This design comes from an exercise in tuning for small area, a short achievable clock period and few clock cycles per item on the open sky130 flow, not from production work. Function was checked by simulation only, so behaviour that the tests miss may differ from the original.

==> inputs of v17 <==
==> flow/design.v <==
package rlfe_pkg;
  localparam logic CMD_COLOR = 1'b0;
  localparam logic CMD_TICK  = 1'b1;
  localparam logic [7:0] FADE_INTERVAL_RESET = 8'd15;
  localparam int         NUM_CH              = 4;
endpackage
import rlfe_pkg::*;
module rgbw_linear_fade_engine #(
  parameter int LEVEL_BITS = 10
) (
  input  logic                  clk,
  input  logic                  rst,
  input  logic                  in_valid,
  output logic                  in_ready,
  input  logic                  cmd,
  input  logic [LEVEL_BITS-1:0] channel_0,
  input  logic [LEVEL_BITS-1:0] channel_1,
  input  logic [LEVEL_BITS-1:0] channel_2,
  input  logic [LEVEL_BITS-1:0] channel_3,
  input  logic                  fade_on,
  output logic                  out_valid,
  input  logic                  out_ready,
  output logic [LEVEL_BITS-1:0] drive_0,
  output logic [LEVEL_BITS-1:0] drive_1,
  output logic [LEVEL_BITS-1:0] drive_2,
  output logic [LEVEL_BITS-1:0] drive_3,
  output logic                  fade_done,
  input  logic                  cfg_valid,
  output logic                  cfg_ready,
  input  logic [7:0]            cfg_data
);
  localparam int LB = LEVEL_BITS;
  logic [7:0]    interval_q;
  logic [7:0]    tick_q;
  logic [LB-1:0] target_q [NUM_CH];
  logic [LB-1:0] mag_q    [NUM_CH];    
  logic          dir_q    [NUM_CH];    
  logic [LB:0]   d_q      [NUM_CH];    
  logic [LB-1:0] level_q  [NUM_CH];
  logic [LB-1:0] n_q;                  
  logic [LB-1:0] rem_q;                
  logic          s1_q;                 
  logic          s2_q;                 
  logic          ini_q;                
  logic          fading_q;
  logic          out_valid_q;
  logic          done_q;
  logic          in_ready_q;
  logic          pcolor_q;             
  logic          pfade_q;
  logic          pstep_q;              
  logic          pdone_q;
  logic [2:0]    win_q;                
  logic          hit_q;                
  logic [LB-1:0] in_lv    [NUM_CH];
  logic [LB:0]   sum      [NUM_CH];
  logic [LB-1:0] lvl_step [NUM_CH];
  logic          zero     [NUM_CH];    
  logic [LB-1:0] max01, max23, max_mag;
  logic          same;
  assign in_lv[0] = channel_0;
  assign in_lv[1] = channel_1;
  assign in_lv[2] = channel_2;
  assign in_lv[3] = channel_3;
  assign cfg_ready = 1'b1;
  assign in_ready  = in_ready_q;
  assign out_valid = out_valid_q;
  assign fade_done = done_q;
  assign drive_0   = level_q[0];
  assign drive_1   = level_q[1];
  assign drive_2   = level_q[2];
  assign drive_3   = level_q[3];
  logic       accept, acc_color, acc_tick, out_free, step_acc;
  logic [7:0] tick_inc, interval_eff;
  logic       step_done, color_done;
  logic       app_color, app_step, app_step_now;
  logic       fading_next, pcolor_next, pstep_next, out_valid_next, stall_next;
  logic [2:0] win_next;
  assign accept    = in_valid & in_ready_q;
  assign acc_color = accept & (cmd == CMD_COLOR);
  assign acc_tick  = accept & (cmd == CMD_TICK);
  assign out_free  = ~out_valid_q | out_ready;
  assign interval_eff = (interval_q == 8'd0) ? 8'd1 : interval_q;
  assign tick_inc     = tick_q + 8'd1;
  assign step_acc     = acc_tick & fading_q & hit_q;
  assign step_done    = rem_q == LB'(1);
  always_comb begin
    same = 1'b1;
    for (int c = 0; c < NUM_CH; c++)
      if (!zero[c]) same = 1'b0;
  end
  assign color_done = ~pfade_q | same;
  assign app_color    = pcolor_q & out_free;
  assign app_step_now = step_acc & out_free;
  assign app_step     = (step_acc | pstep_q) & out_free;
  assign pcolor_next    = acc_color | (pcolor_q & ~out_free);
  assign pstep_next     = (step_acc | pstep_q) & ~out_free;
  assign out_valid_next = (app_color | app_step) | (out_valid_q & ~out_ready);
  always_comb begin
    fading_next = fading_q;
    if (acc_color) fading_next = fade_on;
    else if (app_color) fading_next = ~color_done;
    else if (step_acc) fading_next = ~step_done;
  end
  logic [8:0] tick_p1, tick_p2;
  logic       h_same, h_inc, h_zero, hit_next, fading_cons;
  assign tick_p1  = {1'b0, tick_q} + 9'd1;
  assign tick_p2  = {1'b0, tick_q} + 9'd2;
  assign h_same   = tick_p1 >= {1'b0, interval_eff};
  assign h_inc    = tick_p2 >= {1'b0, interval_eff};
  assign h_zero   = interval_q <= 8'd1;
  always_comb begin
    if (acc_color) hit_next = h_zero;
    else if (acc_tick & fading_q) hit_next = hit_q ? h_zero : h_inc;
    else hit_next = h_same;
  end
  assign fading_cons = acc_color ? fade_on : app_color ? pfade_q : fading_next;
  assign win_next    = acc_color ? 3'd4 : app_color ? 3'd3 :
                       (win_q != 3'd0) ? win_q - 3'd1 : 3'd0;
  assign stall_next  = (win_next != 3'd0) & fading_cons & hit_next;
  logic s1m, inim;
  assign s1m  = s1_q & ~pcolor_q;
  assign inim = ini_q & ~pcolor_q & ~s1_q;
  always_comb begin
    for (int c = 0; c < NUM_CH; c++) begin
      logic          ge, sel, x_s1;
      logic [LB:0]   p, q, r, cs, cc;
      logic [LB-1:0] x;
      logic          run;
      ge   = ~d_q[c][LB];
      sel  = (inim | ge) & ~pcolor_q & ~s1_q;
      x_s1 = s1m & dir_q[c];
      p   = d_q[c];
      q   = {pcolor_q, mag_q[c] ^ {LB{x_s1}}};
      r   = sel ? {1'b1, ~n_q} : '0;
      cs  = p ^ q ^ r;
      cc  = {(p[LB-1:0] & q[LB-1:0]) | (p[LB-1:0] & r[LB-1:0]) | (q[LB-1:0] & r[LB-1:0]),
             pcolor_q | x_s1 | sel};
      sum[c]  = cs + cc;
      zero[c] = &cs[LB-1:0];    
      x   = level_q[c] ^ {LB{dir_q[c]}};
      run = ge;
      for (int b = 0; b < LB; b++) begin
        lvl_step[c][b] = level_q[c][b] ^ run;
        run = run & x[b];
      end
    end
    max01   = (mag_q[0] > mag_q[1]) ? mag_q[0] : mag_q[1];
    max23   = (mag_q[2] > mag_q[3]) ? mag_q[2] : mag_q[3];
    max_mag = (max01 > max23) ? max01 : max23;
  end
  always_ff @(posedge clk) begin
    if (rst) begin
      interval_q  <= FADE_INTERVAL_RESET;
      tick_q      <= '0;
      fading_q    <= 1'b0;
      out_valid_q <= 1'b0;
      in_ready_q  <= 1'b1;
      pcolor_q    <= 1'b0;
      pstep_q     <= 1'b0;
      win_q       <= '0;
      hit_q       <= 1'b0;
      for (int c = 0; c < NUM_CH; c++) target_q[c] <= '0;
    end else begin
      if (cfg_valid) interval_q <= cfg_data;
      fading_q <= fading_next;
      if (acc_color) tick_q <= '0;
      else if (acc_tick & fading_q) tick_q <= hit_q ? 8'd0 : tick_inc;
      hit_q <= hit_next;
      for (int c = 0; c < NUM_CH; c++)
        if (acc_color) target_q[c] <= in_lv[c];
      out_valid_q <= out_valid_next;
      pcolor_q    <= pcolor_next;
      pstep_q     <= pstep_next;
      win_q       <= win_next;
      in_ready_q  <= ~pstep_next & ~(pcolor_next & out_valid_next) & ~stall_next & ~cfg_valid;
    end
  end
  always_ff @(posedge clk) begin
    s1_q  <= app_color;
    s2_q  <= s1_q & ~app_color;
    ini_q <= s2_q & ~app_color;
    n_q   <= max_mag;
    if (inim) rem_q <= n_q;
    else if (step_acc) rem_q <= rem_q - LB'(1);
    if (acc_color) pfade_q <= fade_on;
    if (step_acc) pdone_q <= step_done;
    for (int c = 0; c < NUM_CH; c++) begin
      if (acc_color) mag_q[c] <= ~target_q[c];
      else if (app_color | s1m) mag_q[c] <= sum[c][LB-1:0];
      if (app_color) dir_q[c] <= sum[c][LB];
      if (acc_color) d_q[c] <= {1'b0, in_lv[c]};
      else if (app_color) d_q[c] <= '0;
      else if (inim | app_step) d_q[c] <= sum[c];
      if (app_color) level_q[c] <= pfade_q ? ~mag_q[c] : target_q[c];
      else if (app_step) level_q[c] <= lvl_step[c];
    end
    if (app_color) done_q <= color_done;
    else if (app_step_now) done_q <= step_done;
    else if (app_step) done_q <= pdone_q;
  end
endmodule
==> flow/run.sh <==
#!/bin/bash
# synth_recipe.tcl (not shown) runs the flow's synth.tcl, then flattens the netlist and writes it again
# the make line also repeats each setting of config.mk as NAME=value (left out here)
make -C /OpenROAD-flow-scripts/flow DESIGN_CONFIG=/design/flow/config.mk WORK_HOME=/design/flow/orfs CLKGATE_MAP_FILE= SYNTH_SCRIPT=/design/flow/synth_recipe.tcl finish
==> flow/config.mk <==
export PLATFORM = sky130hd
export DESIGN_NAME = rgbw_linear_fade_engine
export DESIGN_NICKNAME = rgbw_linear_fade_engine
export VERILOG_FILES = /design/flow/design.v
export SDC_FILE = /design/flow/constraint.sdc
export NUM_CORES = 4
export LEC_CHECK = 0
export CAP_MARGIN = 20
export CORE_MARGIN = 2
export CORE_UTILIZATION = 40
export SETUP_SLACK_MARGIN = 4.75
export SLEW_MARGIN = 20
==> flow/constraint.sdc <==
create_clock -name core_clock -period 8.5 [get_ports {clk}]
set_input_delay 1.7000 -clock core_clock [delete_from_list [all_inputs] [get_ports {clk}]]
set_output_delay 1.7000 -clock core_clock [all_outputs]
set_load 0.01 [all_outputs]
==> v24: changes against v17 <==
Settings changed: SETUP_SLACK_MARGIN 4.75 to 4.5, TNS_END_PERCENT set to 20.
==> summary of the runs <==
v17 completed without violations. v24 completed with no timing, DRC or antenna violations.
Against v24, the clock skew of v17 is higher by 0.021 ns.
In v24 the non-clock buffer count is lower than in v17, by 27.
Routed wire length: v24 is smaller than v17 (1.5%).
In global-route usage, v24 and v17 hardly differ.
==> figures <==
metric	v24	v17
Run status	complete, no violations	complete, no violations
Final core area utilization	47.3%	48.9%
Met1 track utilization from global routing	30.3%	30.2%
Delay of the slowest critical-path stage	0.70 ns	0.54 ns
Amount of wire on met2 after detailed routing	19,400 um	19,900 um
Crit path required time	8.68 ns	8.80 ns
Total Routed Length	42,500 um	43,100 um
Final Non-Filler Cells	2,319	2,344
Testbench counts of v17, summed over its fixed seeds: cycles 41,136, results 13,995.
Testbench counts of v24, summed over its fixed seeds: cycles 41,136, results 13,995.


==> v36: inputs <==
Starts from the design.v that is shown in full above.
make LEC_CHECK=0 CAP_MARGIN=20 CORE_MARGIN=2 CORE_UTILIZATION=40 CTS_CLUSTER_DIAMETER=80 CTS_CLUSTER_SIZE=40 SETUP_SLACK_MARGIN=4.75 SLEW_MARGIN=20 finish   # period 8.5 ns
run.sh (not shown) runs the stock make flow with config.mk's settings and CLKGATE_MAP_FILE= SYNTH_SCRIPT=/design/flow/synth_recipe.tcl, a recipe that flattens the netlist after the stock synthesis.
==> v28: changes against v36 <==
--- a/flow/config.mk
+++ b/flow/config.mk
@@ -9,6 +9,4 @@
 export CORE_MARGIN = 2
 export CORE_UTILIZATION = 40
-export CTS_CLUSTER_DIAMETER = 80
-export CTS_CLUSTER_SIZE = 40
-export SETUP_SLACK_MARGIN = 4.75
+export SETUP_SLACK_MARGIN = 5
 export SLEW_MARGIN = 20
==> run summary <==
metric                                                                          v28                  v36
Run status                                         no timing/DRC/antenna violations  no timing/DRC/antenna violations
Met1 WL                                                                    20500 um             19230 um
Logic depth of the worst setup path including buffers                            17                   14
Smallest hold slack                                                       0.4329 ns            0.4459 ns
Slew headroom                                                                37.14%               38.11%
Setup repair bufs after CTS                                                      31                   11
Startpoint of the worst setup timing path                     mag_q[1][1]$_DFFE_PP_  pcolor_q$_SDFF_PP0_
Maximum number of pins on one net before global-route repair                     94                   88
First DRT Iteration DRCs                                                       1035                  774
Routed length per placed instance                                          19.38 um             18.33 um
Unrepaired setup endpoints after global routing                                 yes                   no
Testbench counts of v36, summed over its fixed seeds: cycles 41,136, results 13,995.
Testbench counts of v28, summed over its fixed seeds: cycles 41,136, results 13,995.

## what the ideal ports hide
No port has a modelled driver above. Below, the same layouts with a new extraction and two added sets of constraints. Step 1 assumes that a clkbuf_16 drives the clock port and a buf_2 every other input. Step 2 adds t to the input delays and takes it off the output delays; t is the mean of the earliest and latest rising clock arrival at the registers after step 1. Input paths then give back, and output paths get back, about the clock's delay inside the block. Slacks: no drivers / after step 1 / after step 2; pairs: no drivers / after step 1.
| run | t, ns | setup slack, ns | worst hold slack (ns) | clock arrival spread, ns | worst data-port slew with drivers (ns) |
|---|---|---|---|---|---|
| v17 | 0.593 | 4.856 / 4.856 / 4.298 | 0.430 / 0.430 / 0.430 | 0.050 / 0.050 | 0.04 |
| v24 | 0.604 | 4.567 / 4.584 / 3.980 | 0.438 / 0.438 / 0.438 | 0.028 / 0.028 | 0.04 |
| v36 | 0.557 | 4.843 / 4.843 / 4.333 | 0.446 / 0.446 / 0.446 | 0.024 / 0.023 | 0.04 |
| v28 | 0.601 | 4.934 / 4.934 / 4.395 | 0.433 / 0.433 / 0.433 | 0.032 / 0.031 | 0.05 |
After both steps every run listed still meets setup and hold. For v24, which loses most, drivers alone change the setup slack by +0.017 ns; drivers and shift together by -0.587 ns.
